This design comes from an exercise in tuning for small area, a short achievable clock period and few clock cycles on the open sky130 flow, not from production work.
Function was checked by simulation only, so behaviour that the tests miss may differ from the original.
Power is estimated from default activity; no workload was simulated.

==> design.v <==
`default_nettype none
package ols_pkg;
    localparam int DEPTH  = 32;
    localparam int CNT_W  = $clog2(DEPTH + 1);
    localparam int VAL_W  = 32;
    localparam int FLD_W  = 7;
    localparam int QD     = 3;
    localparam int CAP    = QD + 1;
    typedef logic signed [VAL_W-1:0] t_value;
    typedef enum logic [1:0] {
        KIND_INSERT = 2'd0,
        KIND_DELETE = 2'd1,
        KIND_SEARCH = 2'd2
    } t_kind;
    typedef enum logic [1:0] {
        ST_OK    = 2'd0,
        ST_RANGE = 2'd1,
        ST_FULL  = 2'd2
    } t_status;
    localparam int RES_W  = 2 + 2 * CNT_W;
endpackage
`default_nettype wire
`default_nettype none
module ols_cell (
    input  wire logic               i_clk,
    input  wire logic               i_hold,     
    input  wire logic               i_load,     
    input  wire logic               i_left,     
    input  wire logic               i_right,    
    input  wire ols_pkg::t_value    i_val,
    input  wire ols_pkg::t_value    i_ldata,
    input  wire ols_pkg::t_value    i_rdata,
    output ols_pkg::t_value         o_data,
    output logic                    o_eq
);
    ols_pkg::t_value r_data;
    always_ff @(posedge i_clk) begin
        r_data <= ({ols_pkg::VAL_W{i_load}}  & i_val)
                | ({ols_pkg::VAL_W{i_left}}  & i_ldata)
                | ({ols_pkg::VAL_W{i_right}} & i_rdata)
                | ({ols_pkg::VAL_W{i_hold}}  & r_data);
    end
    assign o_data = r_data;
    assign o_eq   = (r_data == i_val);
endmodule
`default_nettype wire
`default_nettype none
module ols_find (
    input  wire logic [ols_pkg::DEPTH-1:0]  i_match,
    output logic      [ols_pkg::CNT_W-1:0]  o_found
);
    localparam int LVL = $clog2(ols_pkg::DEPTH);
    logic [LVL:0][ols_pkg::DEPTH-1:0]                     w_hit;
    logic [LVL:0][ols_pkg::DEPTH-1:0][ols_pkg::CNT_W-1:0] w_pos;
    always_comb begin
        w_hit = '0;
        w_pos = '0;
        for (int i = 0; i < ols_pkg::DEPTH; i++) begin
            w_hit[0][i] = i_match[i];
            w_pos[0][i] = i_match[i] ? ols_pkg::CNT_W'(i + 1) : '0;
        end
        for (int l = 1; l <= LVL; l++) begin
            for (int n = 0; n < (ols_pkg::DEPTH >> l); n++) begin
                w_hit[l][n] = w_hit[l-1][2*n] || w_hit[l-1][2*n+1];
                w_pos[l][n] = w_hit[l-1][2*n] ? w_pos[l-1][2*n] : w_pos[l-1][2*n+1];
            end
        end
        o_found = w_pos[LVL][0];
    end
endmodule
`default_nettype wire
`default_nettype none
module ordered_list_store (
    input  wire logic                       i_clk,
    input  wire logic                       i_rst_n,
    input  wire logic                       i_in_valid,
    output logic                            o_in_stall,
    input  wire logic [1:0]                 i_kind,
    input  wire logic [ols_pkg::FLD_W-1:0]  i_position,
    input  wire ols_pkg::t_value            i_value,
    output logic                            o_out_valid,
    input  wire logic                       i_out_stall,
    output logic [1:0]                      o_status,
    output logic [ols_pkg::FLD_W-1:0]       o_found_at,
    output logic [ols_pkg::FLD_W-1:0]       o_length
);
    localparam int DEPTH = ols_pkg::DEPTH;
    localparam int CNT_W = ols_pkg::CNT_W;
    localparam int FLD_W = ols_pkg::FLD_W;
    localparam int QD    = ols_pkg::QD;
    logic               r_stall;
    logic [2:0]         r_owed;       
    logic               w_acc;
    logic               w_take;
    assign o_in_stall = r_stall;
    assign w_acc      = i_rst_n && i_in_valid && !r_stall;
    logic               w_op_valid;
    logic [1:0]         w_op_kind;
    logic [FLD_W-1:0]   w_op_pos;
    ols_pkg::t_value    w_op_val;
    assign w_op_valid = w_acc;
    assign w_op_kind  = i_kind;
    assign w_op_pos   = i_position;
    assign w_op_val   = i_value;
    logic [CNT_W-1:0]   r_count;
    logic [CNT_W-1:0]   r_count_p1;   
    logic [CNT_W-1:0]   r_count_m1;   
    logic               r_full;       
    logic               r_full_m1;    
    logic [CNT_W-1:0]   w_count;
    logic               w_pzero;
    logic               w_full;
    logic               w_ins;
    logic               w_del;
    logic               w_srch;
    logic               w_ins_rng;
    logic               w_del_rng;
    logic               w_ins_ok;
    logic               w_del_ok;
    logic               w_ins_sh;
    logic               w_del_sh;
    ols_pkg::t_status   w_op_status;
    assign w_pzero   = (w_op_pos == '0);
    assign w_full    = r_full;
    assign w_ins     = (w_op_kind == ols_pkg::KIND_INSERT);
    assign w_del     = (w_op_kind == ols_pkg::KIND_DELETE);
    assign w_srch    = (w_op_kind == ols_pkg::KIND_SEARCH);
    assign w_ins_rng = w_pzero || (w_op_pos > FLD_W'(r_count_p1));
    assign w_del_rng = w_pzero || (w_op_pos > FLD_W'(r_count));
    assign w_ins_ok  = w_ins && !w_ins_rng && !w_full;
    assign w_del_ok  = w_del && !w_del_rng;
    assign w_ins_sh  = w_op_valid && w_ins && !w_full;
    assign w_del_sh  = w_op_valid && w_del;
    always_comb begin
        w_op_status = ols_pkg::ST_OK;
        if (w_ins) begin
            if (w_ins_rng) begin
                w_op_status = ols_pkg::ST_RANGE;
            end else if (w_full) begin
                w_op_status = ols_pkg::ST_FULL;
            end
        end else if (w_del) begin
            if (w_del_rng) begin
                w_op_status = ols_pkg::ST_RANGE;
            end
        end else if (!w_srch) begin
            w_op_status = ols_pkg::ST_RANGE;
        end
    end
    assign w_count = w_ins_ok ? r_count_p1 : (w_del_ok ? r_count_m1 : r_count);
    always_ff @(posedge i_clk) begin
        if (!i_rst_n) begin
            r_count    <= '0;
            r_count_p1 <= CNT_W'(1);
            r_count_m1 <= '1;
            r_full     <= 1'b0;
            r_full_m1  <= 1'b0;
        end else if (w_op_valid) begin
            if (w_ins_ok) begin
                r_count    <= r_count_p1;
                r_count_p1 <= r_count_p1 + 1'b1;
                r_count_m1 <= r_count;
                r_full     <= r_full_m1;
                r_full_m1  <= (r_count_p1 == CNT_W'(DEPTH - 1));
            end else if (w_del_ok) begin
                r_count    <= r_count_m1;
                r_count_p1 <= r_count;
                r_count_m1 <= r_count_m1 - 1'b1;
                r_full     <= 1'b0;
                r_full_m1  <= r_full;
            end
        end
    end
    logic [DEPTH-1:0]                         w_hold;
    logic [DEPTH-1:0]                         w_load;
    logic [DEPTH-1:0]                         w_left;
    logic [DEPTH-1:0]                         w_right;
    logic [DEPTH-1:0]                         w_live;
    logic [DEPTH-1:0]                         w_eq;
    logic [DEPTH-1:0][ols_pkg::VAL_W-1:0]     w_data;
    logic [4:0]         w_pm1;
    logic               w_pin;
    logic [3:0]         w_hlt1;
    logic [3:0]         w_heq1;
    logic [7:0]         w_lle1;
    always_comb begin
        w_pm1 = 5'(w_op_pos - 1'b1);
        w_pin = !w_pzero && (w_op_pos <= FLD_W'(DEPTH));
        for (int g = 0; g < 4; g++) begin
            w_hlt1[g] = w_pin && (w_pm1[4:3] < 2'(g));
            w_heq1[g] = w_pin && (w_pm1[4:3] == 2'(g));
        end
        for (int k = 0; k < 8; k++) begin
            w_lle1[k] = (w_pm1[2:0] <= 3'(k));
        end
    end
    logic               r_s_valid;
    logic               r_s_ins;      
    logic               r_s_del;      
    logic [DEPTH-1:0]   r_s_live;     
    logic [3:0]         r_s_hlt;      
    logic [3:0]         r_s_heq;      
    logic [7:0]         r_s_lle;      
    ols_pkg::t_value    r_s_val;
    ols_pkg::t_status   r_s_status;
    logic [CNT_W-1:0]   r_s_length;
    always_ff @(posedge i_clk) begin
        r_s_valid  <= i_rst_n && w_op_valid;
        r_s_ins    <= w_ins_sh;
        r_s_del    <= w_del_sh;
        for (int i = 0; i < DEPTH; i++) begin
            r_s_live[i] <= w_srch && (CNT_W'(i) < r_count);
        end
        r_s_hlt    <= w_hlt1;
        r_s_heq    <= w_heq1;
        r_s_lle    <= w_lle1;
        r_s_val    <= w_op_val;
        r_s_status <= w_op_status;
        r_s_length <= w_count;
    end
    logic [DEPTH:0]     w_s_le;
    always_comb begin
        w_s_le[0] = 1'b0;
        for (int j = 1; j <= DEPTH; j++) begin
            w_s_le[j] = r_s_hlt[(j-1)/8] || (r_s_heq[(j-1)/8] && r_s_lle[(j-1)%8]);
        end
    end
    always_comb begin
        for (int i = 0; i < DEPTH; i++) begin
            w_hold[i]  = !((r_s_ins || r_s_del) && w_s_le[i+1]);
            w_load[i]  = r_s_ins && w_s_le[i+1] && !w_s_le[i];
            w_left[i]  = r_s_ins && w_s_le[i];
            w_right[i] = r_s_del && w_s_le[i+1];
            w_live[i]  = r_s_live[i];
        end
    end
    for (genvar i = 0; i < DEPTH; i++) begin : g_cell
        ols_pkg::t_value w_l;
        ols_pkg::t_value w_r;
        if (i == 0) begin : g_first
            assign w_l = r_s_val;
        end else begin : g_mid_l
            assign w_l = w_data[i-1];
        end
        if (i == DEPTH - 1) begin : g_last
            assign w_r = w_data[i];
        end else begin : g_mid_r
            assign w_r = w_data[i+1];
        end
        ols_cell u_cell (
            .i_clk   (i_clk),
            .i_hold  (w_hold[i]),
            .i_load  (w_load[i]),
            .i_left  (w_left[i]),
            .i_right (w_right[i]),
            .i_val   (r_s_val),
            .i_ldata (w_l),
            .i_rdata (w_r),
            .o_data  (w_data[i]),
            .o_eq    (w_eq[i])
        );
    end
    logic               r_b_valid;
    ols_pkg::t_status   r_b_status;
    logic [CNT_W-1:0]   r_b_length;
    logic [DEPTH-1:0]   r_b_match;
    logic [CNT_W-1:0]   w_found;
    logic [ols_pkg::RES_W-1:0] w_res;
    always_ff @(posedge i_clk) begin
        r_b_valid  <= i_rst_n && r_s_valid;
        r_b_status <= r_s_status;
        r_b_length <= r_s_length;
        r_b_match  <= w_eq & w_live;
    end
    ols_find u_find (
        .i_match (r_b_match),
        .o_found (w_found)
    );
    assign w_res = {r_b_status, w_found, r_b_length};
    logic               r_out_valid;
    logic [ols_pkg::RES_W-1:0] r_out;
    logic [QD-1:0][ols_pkg::RES_W-1:0] r_q;
    logic [QD-1:0]      r_rd;         
    logic [QD-1:0]      r_wr;         
    logic [1:0]         r_occ;        
    logic               w_out_free;
    logic               w_have;
    logic               w_qne;
    logic [ols_pkg::RES_W-1:0] w_head;
    assign w_qne      = (r_occ != 2'd0);
    assign w_out_free = !r_out_valid || !i_out_stall;
    assign w_take     = r_out_valid && !i_out_stall;
    assign w_have     = w_qne || r_b_valid;
    always_comb begin
        w_head = w_res;
        for (int k = 0; k < QD; k++) begin
            if (w_qne && r_rd[k]) begin
                w_head = r_q[k];
            end
        end
    end
    always_ff @(posedge i_clk) begin
        if (w_out_free) begin
            r_out <= w_head;
        end
        for (int k = 0; k < QD; k++) begin
            if (r_b_valid && r_wr[k]) begin
                r_q[k] <= w_res;
            end
        end
    end
    always_ff @(posedge i_clk) begin
        if (!i_rst_n) begin
            r_out_valid <= 1'b0;
            r_rd        <= QD'(1);
            r_wr        <= QD'(1);
            r_occ       <= '0;
        end else begin
            if (w_out_free) begin
                r_out_valid <= w_have;
            end
            if (w_out_free && w_have) begin
                r_rd <= {r_rd[QD-2:0], r_rd[QD-1]};
            end
            if (r_b_valid) begin
                r_wr <= {r_wr[QD-2:0], r_wr[QD-1]};
            end
            r_occ <= r_occ + 2'(r_b_valid) - 2'(w_out_free && w_have);
        end
    end
    always_ff @(posedge i_clk) begin
        if (!i_rst_n) begin
            r_owed  <= '0;
            r_stall <= 1'b0;
        end else begin
            r_owed  <= r_owed + 3'(w_acc) - 3'(w_take);
            r_stall <= ((r_owed == 3'(ols_pkg::CAP)) && !w_take)
                    || ((r_owed == 3'(ols_pkg::CAP - 1)) && w_acc && !w_take);
        end
    end
    assign o_out_valid = r_out_valid;
    assign o_status    = r_out[2*CNT_W +: 2];
    assign o_found_at  = FLD_W'(r_out[CNT_W +: CNT_W]);
    assign o_length    = FLD_W'(r_out[0 +: CNT_W]);
endmodule
`default_nettype wire
==> flow/run.sh <==
#!/bin/bash
# The standard ORFS layout (standard.sh, standard synthesis unchanged) with two changes:
#  - the port buffers are sky130_fd_sc_hd__buf_4 instead of the delay cell buffer_ports picks
#    by default, so the paths from the inputs and to the outputs are not slowed by them;
#  - timing repair may resize a cell to one of another footprint (MATCH_CELL_FOOTPRINT 0).
# make's full output goes to standard.log here; ORFS keeps each step's log under orfs/logs/.
set -euo pipefail
bash standard.sh MATCH_CELL_FOOTPRINT=0 "BUFFER_PORTS_ARGS=-buffer_cell sky130_fd_sc_hd__buf_4" finish > standard.log 2>&1
==> standard.sh <==
#!/bin/bash
# synth_recipe.tcl (not shown) runs the flow's synth.tcl, then flattens the netlist and writes it again
# the make line also repeats each setting of config.mk as NAME=value (left out here)
make -C /OpenROAD-flow-scripts/flow DESIGN_CONFIG=/design/flow/config.mk WORK_HOME=/design/flow/orfs CLKGATE_MAP_FILE= SYNTH_SCRIPT=/design/flow/synth_recipe.tcl "${@:-finish}"
==> config.mk <==
export PLATFORM = sky130hd
export DESIGN_NAME = ordered_list_store
export DESIGN_NICKNAME = ordered_list_store
export VERILOG_FILES = /design/flow/design.v
export SDC_FILE = /design/flow/constraint.sdc
export NUM_CORES = 4
export LEC_CHECK = 0
export CAP_MARGIN = 20
export CELL_PAD_IN_SITES_DETAIL_PLACEMENT = 1
export CELL_PAD_IN_SITES_GLOBAL_PLACEMENT = 1
export CORE_MARGIN = 2
export CORE_UTILIZATION = 45
export CTS_CLUSTER_DIAMETER = 300
export CTS_CLUSTER_SIZE = 20
export SETUP_SLACK_MARGIN = 2.72
export SLEW_MARGIN = 20
==> constraint.sdc <==
create_clock -name core_clock -period 5.0 [get_ports {i_clk}]
set_input_delay 1.0000 -clock core_clock [delete_from_list [all_inputs] [get_ports {i_clk}]]
set_output_delay 1.0000 -clock core_clock [all_outputs]
set_load 0.01 [all_outputs]
==> reports/results.ini, run 1 <==
[global_route]
grt_pass1_vias=58300
antenna_found_initial=11
gr-usage-all-layers_pct=42.0
grt_max_degree=44
grt_pass1_wl_mm=434
gr-total-overflow=0

[synth]
synthesis.instances=7041
ys_async_sr_fraction_pct=0
yosys_warnings=3
synth_compound_area_share_pct=21.5
synth_top_family_by_area=compound AO/OA/AOI/OAI gates
yosys.area.top_type=dfxtp_1
synth_area_um2=61500
synthMuxAreaShare_pct=0.118
synth_fa_ha_area_share_pct=0.500
synth_ff_type=dfxtp_1
synth_xor_area_share_pct=14.6
synth.ff_latch_count=1243
synth_cell_types=73
synthSimpleGateAreaFrac_pct=16.4
ys_top_cells_by_area=dfxtp_1, xnor2_1, nand2_1
yosysSeqAreaShare_pct=41.4
yosys-top-cells-count=nand2_1, dfxtp_1, xnor2_1
avgSynthCellArea_um2=8.74
synth.most_common_cell=nand2_1
synth-edff-count=56
synth_top_cell_area_share_pct=38.6

[worst_setup_path]
path_class=reg -> reg
setup.worst_path.start=r_count[5]$_SDFFE_PN0P_
r2r_cells=9
critPathBufInv=2
rrSetupSlack_ns=2.65
crit_path_max_fanout=5
r2r-end=r_count_m1[1]$_SDFFE_PN1P_
path_delay_family=simple AND/OR/NAND/NOR gates
crit_cells=9
end_kind=flip-flop
path_cells=clkinvlp_4 > buf_6 > ha_4 > and4b_1 > nand4_1 > o21ai_2 > a22oi_4 > nor2_4 > mux2_2
r2r-start=r_count[5]$_SDFFE_PN0P_
cp-start-kind=flip-flop
cpPeakStageDelay_ns=0.40
cp.required_ns=5.61
cp.arrival_ns=2.96
critical-path-slowest-cell=dfxtp_4

[sta]
rsz0062_at_grt=yes
period_minus_slack_ns=2.35
fin_hold_ws_ns=0.335
tightestPinTransition_ns=1.05
slew_violations=0
hold_viol=0
fin_skew_ns=0.0309
setup_tns_ns=0
setup-violations-final=0
fin_crit_sh_pct=47.0
fin_ws_ns=2.65
slew_headroom_pct=29.7
clock.fmax_ghz=0.425

[die]
io-pin-count=63
dieArea_um2=140000
initial_core_util_pct=45.4
core.rowCount=135
fp.dieW_um=374
core_area_um2=136000
die_h_um=374

[route]
detail_route.iter0.violations=10400
vias=60200
wl_per_cell_um=35.2
routed_via_density=6.92
totalWireLength_mm=306
drc=0
drtPass1Iterations=11
ant_nets=0

[power]
p_leak_nw=27.0
power.density_nw_per_um2=415
worst_ir_drop_vdd_mv=0.246

[clock_tree]
cts_max_path_buffers=3
numCtsBuffers=72
cts_tree=built
path_clk_slew_ns=0.11
cts_root_buf=clkbuf_16
htree_levels=3
clock-sinks=1243
insertion_delay_ns=0.71

[min_path]
hold_depth=0
min_from=r_s_length[4]$_DFF_P_
holdPathEnd=r_b_length[4]$_DFF_P_
hold_path_class=reg -> reg

[placed_design]
hpwlAfterDp_mm=196
place_inst=8387
port_buffers=60
gp_congestion=0.912
post-place-ws_ns=1.74

[job]
cap_violations=0

[run_status]
status=timing/DRC/antenna clean

[cells_and_area]
utilization_pct=51.0
fillers=15400
area_growth_pct=12.5
finalNonFillerCells=8708
fin_nets=6965
drive_gt1_share_pct=12.6

report_power, final:
| group | switching [W] | total (W) | leakage (nW) | internal, W |
|---|---|---|---|---|
| combinational | 0.00351 | 0.00681 | 15.7 | 0.00329 |
| sequential | 0.00350 | 0.0155 | 10.3 | 0.0120 |
| clock | 0.00373 | 0.00644 | 0.944 | 0.00271 |
| total | 0.0107 | 0.0287 | 27.0 | 0.0180 |
cell type report:
type                    count  area (µm²)  share of cell area (%)
repair buffers            500        5060                    7.31
inverters                  76         363                   0.524
flip-flops and latches   1243       25600                    37.0
well taps                1781        2230                    3.22
clock inverters             1        20.0                  0.0289
clock buffers             102        1940                    2.80
repair inverters            1        5.00                 0.00723
diodes                      2        5.00                 0.00723
multi-input cells        5002       34000                    49.1
through the flow:
stage / cell area [µm²] / total power, W
final: 69200 / 0.0287
after global routing: 69200 / 0.0297
after CTS: 68600 / 0.0284
after detailed placement: 63700 / 0.0217
after global placement: 63700 / 0.0215
after floorplan: 61800 / 0.0185
cells in the final DEF (no fill, tap or decap), types with 56 or more instances in the layout:
| cell type | Yosys | layout |
|---|---|---|
| a21oi_1 | 94 | 86 |
| buf_4 | 11 | 366 |
| nand3_1 | 59 | 59 |
| edfxtp_1 | 56 | 56 |
| nand4_1 | 217 | 217 |
| a22oi_1 | 748 | 747 |
| nor2_1 | 92 | 58 |
| inv_1 | 75 | 62 |
| dfxtp_1 | 1187 | 1129 |
| buf_12 | 0 | 78 |
| nand2_1 | 1701 | 1693 |
| xnor2_1 | 857 | 850 |
| clkbuf_16 | 0 | 76 |
| xor2_1 | 171 | 171 |
| nor4_1 | 109 | 67 |
| a222oi_1 | 635 | 635 |
state kept, by name, indices dropped and copies added (netlist names), 8 cells and up:
| register | count |
|---|---|
| r_s_live | 32 |
| r_s_lle | 8 |
| r_b_match | 32 |
| r_q | 42 |
| r_out | 14 |
| g_cell.u_cell.r_data | 1024 |
| r_s_val | 32 |
worst max path at each step:
stage | end | slack (ns)
after floorplan | r_count_p1[0]$_SDFFE_PN1P_ | 2.53
after detailed placement | r_count_m1[1]$_SDFFE_PN1P_ | 1.74
after global routing | r_count_p1[5]$_SDFFE_PN0P_ | 2.56
after CTS | r_out[10]$_DFFE_PP_ | 2.52
final | r_count_m1[1]$_SDFFE_PN1P_ | 2.65
after global placement | r_count_m1[1]$_SDFFE_PN1P_ | 1.79
cells by family after synthesis:
family	after synthesis
buffers and inverters	811
muxes	7
xor gates and xnor gates	1028
other	1
adders and majority gates	24
DFF	1243
AOI/OAI and AO/OA	1594
and+or+nand+nor	2333
metal layers:
layer	vias up	global-route usage (%)	part of all wire [%]
met3	682	9.95	11
met2	3495	64.0	43
met1	30500	55.2	40
met5	-	0	0.025
met4	10	22.2	6.3
li1	25500	-	-
timing repair:
item	4_1_cts	5_1_grt
setup endpoints to repair	1032	594
pin swaps	25	30
hold buffers	0	0
cloned	11	5
setup buffers	182	18
resized for setup	133	97
Testbench counts, summed over its fixed seeds: cycles 12,024.
==> inputs of run 2 (changes only) <==
==> run.sh (new file) <==
#!/bin/bash
# synth_recipe.tcl (not shown) runs the flow's synth.tcl, then flattens the netlist and writes it again
# the make line also repeats each setting of config.mk as NAME=value (left out here)
make -C /OpenROAD-flow-scripts/flow DESIGN_CONFIG=/design/flow/config.mk WORK_HOME=/design/flow/orfs CLKGATE_MAP_FILE= SYNTH_SCRIPT=/design/flow/synth_recipe.tcl finish
--- a/config.mk
+++ b/config.mk
@@ -14,3 +14,3 @@
 export CTS_CLUSTER_SIZE = 20
-export SETUP_SLACK_MARGIN = 2.72
+export SETUP_SLACK_MARGIN = 2.6
 export SLEW_MARGIN = 20
removed: flow/run.sh
removed: standard.sh
==> reports/results.ini, run 2 <==
[synth]
synth.most_common_cell=nand2_1
ys_async_sr_fraction_pct=0  ; unchanged
yosys-top-cells-count=nand2_1, dfxtp_1, xnor2_1
synth_ff_type=dfxtp_1
synthesis.instances=7041  ; unchanged
synth_top_family_by_area=compound AO/OA/AOI/OAI gates
ys_top_cells_by_area=dfxtp_1, xnor2_1, nand2_1
synth_area_um2=61500  ; unchanged
synth_cell_types=73  ; unchanged
synthSimpleGateAreaFrac_pct=16.4  ; unchanged
synth_top_cell_area_share_pct=38.6  ; unchanged
synth.ff_latch_count=1243  ; unchanged
synth-edff-count=56  ; unchanged
yosys.area.top_type=dfxtp_1
synthMuxAreaShare_pct=0.118  ; unchanged
synth_xor_area_share_pct=14.6  ; unchanged
yosysSeqAreaShare_pct=41.4  ; unchanged
synth_compound_area_share_pct=21.5  ; unchanged
synth_fa_ha_area_share_pct=0.500  ; unchanged
yosys_warnings=3  ; unchanged
avgSynthCellArea_um2=8.74  ; unchanged

[placed_design]
gp_congestion=0.908  ; -0.46%
port_buffers=60  ; unchanged
post-place-ws_ns=1.09  ; -0.649 ns
hpwlAfterDp_mm=194  ; -0.93%

[clock_tree]
clock-sinks=1243  ; unchanged
cts_tree=built
path_clk_slew_ns=0.09  ; -0.02 ns
postCtsHoldBufs=0  ; unchanged
numCtsBuffers=72  ; unchanged
htree_levels=3  ; unchanged
cts_root_buf=clkbuf_16
insertion_delay_ns=0.73  ; +0.02 ns
cts_max_path_buffers=3  ; unchanged

[sta]
setup-violations-final=0  ; unchanged
slew_headroom_pct=32.1  ; +2.4 points
tightestPinTransition_ns=1.02  ; -0.0352 ns
setup_tns_ns=0  ; unchanged
slew_violations=0  ; unchanged
rsz0062_at_grt=yes
fin_skew_ns=0.0320  ; +0.00116 ns
hold_viol=0  ; unchanged
fin_crit_sh_pct=49.5  ; +2.5 points
fin_ws_ns=2.52  ; -0.124 ns
period_minus_slack_ns=2.48  ; +0.124 ns
clock.fmax_ghz=0.404  ; -5.0%

[die]
fp.dieW_um=374  ; unchanged
core.rowCount=135  ; unchanged
initial_core_util_pct=45.4  ; unchanged
die_h_um=374  ; unchanged
io-pin-count=63  ; unchanged
dieArea_um2=140000  ; unchanged
core_area_um2=136000  ; unchanged

[worst_setup_path]
cp.required_ns=5.60  ; about the same
end_kind=flip-flop
crit_path_max_fanout=18  ; +13
path_class=reg -> reg
cp.arrival_ns=3.07  ; +0.11 ns
cp-start-kind=flip-flop

[cells_and_area]
fillers=15500  ; +0.45%
final_common_cell=nand2_1
reg_top3=g_cell.u_cell.r_data (1024), r_q (42)
final_cell_mix=nand2_1, dfxtp_1, xnor2_1
largest-register=g_cell.u_cell.r_data
fin_nets=6958  ; -0.10%
area_growth_pct=12.3
largest_reg_flops=1024  ; unchanged
drive_gt1_share_pct=11.9  ; -0.66 points

[route]
ant_nets=0  ; unchanged
totalWireLength_mm=294  ; -4.0%
drc=0  ; unchanged
detail_route.iter0.violations=10200  ; -2.3%
drtPass1Iterations=14  ; +3
routed_via_density=6.84  ; -1.1%
vias=59500  ; -1.2%
wl_per_cell_um=33.8  ; -4.0%

[power]
p_leak_nw=27.0  ; +0.16%
p_clk_share_pct=22.8  ; +0.4 points
p_sw_w=0.0107  ; -0.77%
p_sw_share_pct=37.2  ; -0.15 points
seqPwrFrac_pct=54.2  ; +0.3 points
p_int_w=0.0180  ; -0.14%
power.density_nw_per_um2=414  ; -0.20%
p_comb_share_pct=23.1  ; -0.6 points
worst_ir_drop_vdd_mv=0.290  ; +18%

[global_route]
grt_pass1_vias=57500  ; -1.4%
antenna_found_initial=15  ; +4
grt_pass1_wl_mm=419  ; -3.3%
grt_max_degree=41  ; -6.8%
gr-total-overflow=0  ; unchanged
gr-usage-all-layers_pct=40.1  ; -1.9 points

[job]
cap_violations=0  ; unchanged

[run_status]
status=timing/DRC/antenna clean

[min_path]
hold_path_class=reg -> reg

[run 2: changes by cell type in the layout (fill, tap and decap cells not counted), moves of 7 or more]
cell             previous run  this run
nor2_4                     37        28
dfxtp_1                  1129      1136
buf_6                      42        16
buf_2                       0        14
buf_4                     366       343
nor4_1                     67        60
buf_12                     78        66
inv_1                      62        69
clkdlybuf4s50_1             0        34
[run 2: critical path, cell delays in order (launching register included)]
cell	delay, ns
dfxtp_4	0.46
buf_12	0.21
buf_16	0.19
xnor2_1	0.15
nand4_1	0.20
nor4_2	0.50
nand4_1	0.18
nor4_2	0.43
[run 2: cells by family (layout without fill, tap and decap cells)]
group / after synthesis / in the layout
other: 1 / 5
xor gates and xnor gates: 1028 / 1028
AOI/OAI and AO/OA: 1594 / 1594
adders and majority gates: 24 / 24
muxes: 7 / 7
DFF: 1243 / 1243
buffers and inverters: 811 / 682
and+or+nand+nor: 2333 / 2340
[run 2: path summary, 6_finish.rpt]
check	slack [ns]	to	cells after the start	from
hold / removal	0.33	r_b_length[3]$_DFF_P_	0	r_s_length[3]$_DFF_P_
setup reg to reg	2.52	r_b_match[25]$_DFF_P_	7	r_s_val[1]$_DFF_P_
setup / recovery	2.52	r_b_match[25]$_DFF_P_	7	r_s_val[1]$_DFF_P_
hold reg to reg	0.33	r_b_length[3]$_DFF_P_	0	r_s_length[3]$_DFF_P_
[run 2: power by group through the flow]
stage / Sequential (W) / Combinational [W] / Clock (W)
2_1_floorplan: 0.0140 / 0.00451 / 0
3_3_place_gp: 0.0157 / 0.00573 / 0
3_5_place_dp: 0.0157 / 0.00589 / 0
4_1_cts: 0.0153 / 0.00642 / 0.00658
5_1_grt: 0.0156 / 0.00714 / 0.00689
6_report: 0.0155 / 0.00661 / 0.00651
[run 2: layer usage]
metal / share of wire [%] / global-route usage (%)
met1: 41 / 53.8
met2: 45 / 63.4
met4: 4.6 / 15.7
met5: 0.029 / 0
met3: 9.8 / 8.01
[run 2: cell type report]
class                           count  area (µm²)  area share [%]
Inverter                           76         325           0.471
Clock inverter                      7        98.8           0.143
Sequential cell                  1243       25600            37.1
Multi-Input combinational cell   4995       34000            49.2
Antenna cell                        3        7.51          0.0109
Timing Repair Buffer              501        4940            7.15
Clock buffer                       98        1920            2.78
Tap cell                         1781        2230            3.22
[run 2: metrics by stage]
| step | total power, W | cells | hold slack [ns] | area [µm²] | utilization, % |
|---|---|---|---|---|---|
| floorplan | 0.0185 | 7042 | 0.310 | 61800 | - |
| global placement | 0.0214 | 8385 | 0.316 | 63800 | 47.0 |
| detailed placement | 0.0216 | 8385 | 0.313 | 63800 | 47.0 |
| CTS | 0.0283 | 8663 | 0.334 | 68300 | 50.4 |
| global route | 0.0297 | 8701 | 0.337 | 69100 | 50.9 |
| finish | 0.0286 | 8704 | 0.331 | 69100 | 51.0 |
[run 2: timing repair]
item / in CTS / in global routing
pin swaps: 8 / 25
buffers inserted: 169 / 32
setup endpoints to repair: 730 / 418
gates resized for setup: 162 / 109
cloned: 4 / 5

==> re-timing with driven ports <==
Ports are ideal in the flow. The routed layouts listed here were re-timed in OpenROAD.
Step 1 (the two cells are an assumption about what drives the block):
set clk [get_ports {i_clk}]
set_driving_cell -lib_cell sky130_fd_sc_hd__clkbuf_16 $clk
set_driving_cell -lib_cell sky130_fd_sc_hd__buf_2 [delete_from_list [all_inputs] $clk]
Step 2 times the ports against the registers' clock, not the clock port: input delays grow and output delays shrink by t, the midpoint of the rising clock arrivals with the driver on.
a / b / c = no drivers / after step 1 / after step 2; a / b = the first two.
| run | shift t [ns] | setup slack, ns | hold slack, ns | worst setup path at the end | slew at the worst register clock pin (ns) |
|---|---|---|---|---|---|
| run 1 | 0.778 | 2.649 / 2.567 / 1.960 | 0.335 / 0.332 / 0.335 | input to register | 0.11 / 0.11 |
| run 2 | 0.797 | 2.525 / 2.456 / 1.942 | 0.331 / 0.331 / 0.331 | input to register | 0.10 / 0.10 |
After both steps every run listed still meets setup and hold. For run 1, which loses most, drivers alone change the setup slack by -0.082 ns; drivers and shift together by -0.689 ns.
